What follows belongs to an exercise in optimizing a design on an open flow for small area, a short achievable clock period and few clock cycles; a production flow would make more cautious choices.
Only simulation tests tie the RTL to the original design; equivalence was not proved.
Power figures rest on the tool's default switching activity, not on a simulated workload.

Setup of umber:
==> flow/design.v (excerpt) <==
module stepper_halfstep_controller_unit (
   input  logic        clock,
   input  logic        reset,
   input  logic        req_valid,
   output logic        req_ready,
   input  logic [2:0]  req_command,
   input  logic        req_motor,
   input  logic [31:0] req_step_count,
   input  logic [1:0]  req_switches_0,
   input  logic [1:0]  req_switches_1,
   output logic        rsp_valid,
   input  logic        rsp_ready,
   output logic [3:0]  rsp_coils_0,
   output logic [3:0]  rsp_coils_1,
   output logic [1:0]  rsp_status,
   output logic [31:0] rsp_position,
   output logic [31:0] rsp_steps_remaining,
   output logic [2:0]  rsp_motor_mode,
   output logic [1:0]  rsp_direction,
   output logic [15:0] rsp_current_period,
   input  logic        csr_we,
   input  logic [1:0]  csr_index,
   input  logic [15:0] csr_wdata
);
For scale: ~3600 cells after synthesis, about 160 I/O pins.
Settings: LEC_CHECK=0, CAP_MARGIN=20, CORE_MARGIN=2, CORE_UTILIZATION=40, CTS_CLUSTER_DIAMETER=120, CTS_CLUSTER_SIZE=24, SLEW_MARGIN=20; clock period 11.5 ns.
standard.sh (not shown) runs the stock make flow with config.mk's settings and CLKGATE_MAP_FILE= SYNTH_SCRIPT=/design/flow/synth_recipe.tcl, a recipe that flattens the netlist after the stock synthesis.
==> flow/flow/run.sh <==
#!/bin/bash
# The standard layout, with a tighter setup-repair target than the
# clock period (the SDC is unchanged) and plain buffers on the ports.
export SETUP_SLACK_MARGIN=7.4
export BUFFER_PORTS_ARGS="-buffer_cell sky130_fd_sc_hd__buf_2"
bash standard.sh > standard_run.log 2>&1
Testbench counts of umber, summed over its fixed seeds: cycles 24,016.
Relative to umber, the following input files were edited for maple:
--- a/flow/config.mk
+++ b/flow/config.mk
@@ -10,4 +10,4 @@
 export CORE_UTILIZATION = 40
-export CTS_CLUSTER_DIAMETER = 120
-export CTS_CLUSTER_SIZE = 24
+export CTS_CLUSTER_DIAMETER = 130
+export CTS_CLUSTER_SIZE = 26
 export SLEW_MARGIN = 20
[summary]
The flow did not stop early for maple: all stages ran, and the layout cleared the timing, design-rule and antenna checks.
The share of the final layout cell area in sequential cells of umber and that of maple are within noise of each other.
For met2 layer usage reported by global route, maple and umber come out practically identical.
Of maple and umber, it is maple that has the lower reported net switching power.
Summary of maple over umber: number of logic stages on the critical path including buffering increased by 1 relative to the old numbers, final cell area excluding filler cells closely matched the old numbers, setup slack decreased by 0.067 ns relative to the old numbers, clock network fraction of design power decreased by 1.8 points relative to the old numbers, post-detailed-routing wire length increased by 0.48% relative to the old numbers.
### maple -> garnet
--- a/flow/config.mk
+++ b/flow/config.mk
@@ -10,4 +10,2 @@
 export CORE_UTILIZATION = 40
-export CTS_CLUSTER_DIAMETER = 130
-export CTS_CLUSTER_SIZE = 26
 export SLEW_MARGIN = 20
==> comparison <==
Compared with maple, garnet is the more power-hungry design. Delta (garnet minus maple): first-pass GRT wire length went up, final worst slack shows an increase of 0.0034 ns, number of antenna repair diodes moved down, worst-margin pin slew shrank by 0.035 ns, cell count picked up an extra 1.4%. Diff maple -> garnet | count of fill cells added during filler insertion | down slightly.
Here is what was changed in the inputs of juniper compared with garnet.
--- a/flow/flow/run.sh
+++ b/flow/flow/run.sh
@@ -3,3 +3,3 @@
 # clock period (the SDC is unchanged) and plain buffers on the ports.
-export SETUP_SLACK_MARGIN=7.4
+export SETUP_SLACK_MARGIN=7.8
 export BUFFER_PORTS_ARGS="-buffer_cell sky130_fd_sc_hd__buf_2"
- Compared to garnet, juniper has logic gate share of total power 1.6 points higher.
- [compare] base=garnet new=juniper: area taken by multi-input logic gates increased by 3.5% relative to the old numbers, cell-internal power ~0 delta, switching power +2.4%, global-route usage increased 0.54 points.
- On juniper: first-pass GRT wire length is 2800 um higher than what garnet gave.
- Compared with garnet, juniper shows a higher post-route worst setup slack.
- Final clock period utilization by the worst path: juniper vs garnet, no meaningful difference
- Max fraction of power consumed by the clock network across juniper and garnet: garnet
- Number of placed instances with taps included: juniper vs garnet — no meaningful difference
- Across both runs, signed area change from the synthesized netlist to the final layout was higher for juniper than for garnet.


Starting RTL as in the previous note.
==> flow/config.mk <==
export PLATFORM = sky130hd
export DESIGN_NAME = stepper_halfstep_controller_unit
export DESIGN_NICKNAME = stepper_halfstep_controller_unit
export VERILOG_FILES = /design/flow/design.v
export SDC_FILE = /design/flow/constraint.sdc
export NUM_CORES = 4
export LEC_CHECK = 0
export CAP_MARGIN = 20
export CORE_MARGIN = 2
export CORE_UTILIZATION = 40
export CTS_CLUSTER_DIAMETER = 120
export CTS_CLUSTER_SIZE = 24
export SLEW_MARGIN = 20
==> flow/constraint.sdc <==
create_clock -name core_clock -period 11.5 [get_ports {clock}]
set_input_delay 2.3000 -clock core_clock [delete_from_list [all_inputs] [get_ports {clock}]]
set_output_delay 2.3000 -clock core_clock [all_outputs]
set_load 0.01 [all_outputs]
==> flow/flow/run.sh <==
#!/bin/bash
# The standard layout, with a tighter setup-repair target than the
# clock period (the SDC is unchanged) and plain buffers on the ports.
export SETUP_SLACK_MARGIN=7.4
export BUFFER_PORTS_ARGS="-buffer_cell sky130_fd_sc_hd__buf_1"
bash standard.sh > standard_run.log 2>&1
The first run ran to the end with no violations.
Testbench counts at the start, summed over its fixed seeds: cycles 24,016.
Edit:
--- a/flow/config.mk
+++ b/flow/config.mk
@@ -9,5 +9,5 @@
 export CORE_MARGIN = 2
 export CORE_UTILIZATION = 40
-export CTS_CLUSTER_DIAMETER = 120
-export CTS_CLUSTER_SIZE = 24
+export CTS_CLUSTER_DIAMETER = 100
+export CTS_CLUSTER_SIZE = 20
 export SLEW_MARGIN = 20
- flip-flop and latch count stays the same
- worst hold slack barely changes
- area after synthesis stays the same
- critical path depth went down by 9
- die area does not change
- clock-buffer cell count went up by 4
- setup slack is worse by 0.13 ns

what the ideal ports hide:
How much do the figures lean on ideal ports? The routed layouts below were timed once more, with nothing changed but the port constraints. Step 1 assumes that a clkbuf_16 drives the clock port and a buf_2 every other input. Step 2 times the ports against the registers' clock, not the clock port: input delays grow and output delays shrink by t, the midpoint of the rising clock arrivals with the driver on. Slacks: ideal / step 1 / step 2; pairs: ideal / step 1.
| run | t (ns) | slack for setup (ns) | worst setup path at the end | clock arrival spread, ns | cell pins on the clock port's net |
|---|---|---|---|---|---|
| umber | 0.655 | 7.431 / 7.369 / 6.903 | input to register | 0.032 / 0.033 | 1 |
| maple | 0.659 | 7.364 / 7.303 / 6.939 | input to register | 0.054 / 0.055 | 1 |
| garnet | 0.691 | 7.368 / 7.303 / 6.880 | input to register | 0.051 / 0.051 | 1 |
| juniper | 0.680 | 7.381 / 7.320 / 7.187 | input to register | 0.035 / 0.035 | 1 |
| the first run of note 2 | 0.649 | 7.440 / 7.394 / 6.942 | input to register | 0.043 / 0.043 | 1 |
| the second run of note 2 | 0.670 | 7.307 / 7.249 / 6.910 | input to register | 0.061 / 0.061 | 1 |
After both steps every run listed still meets setup and hold. The setup slack of umber, which loses most, moves by -0.062 ns with the drivers and by -0.528 ns with both steps.
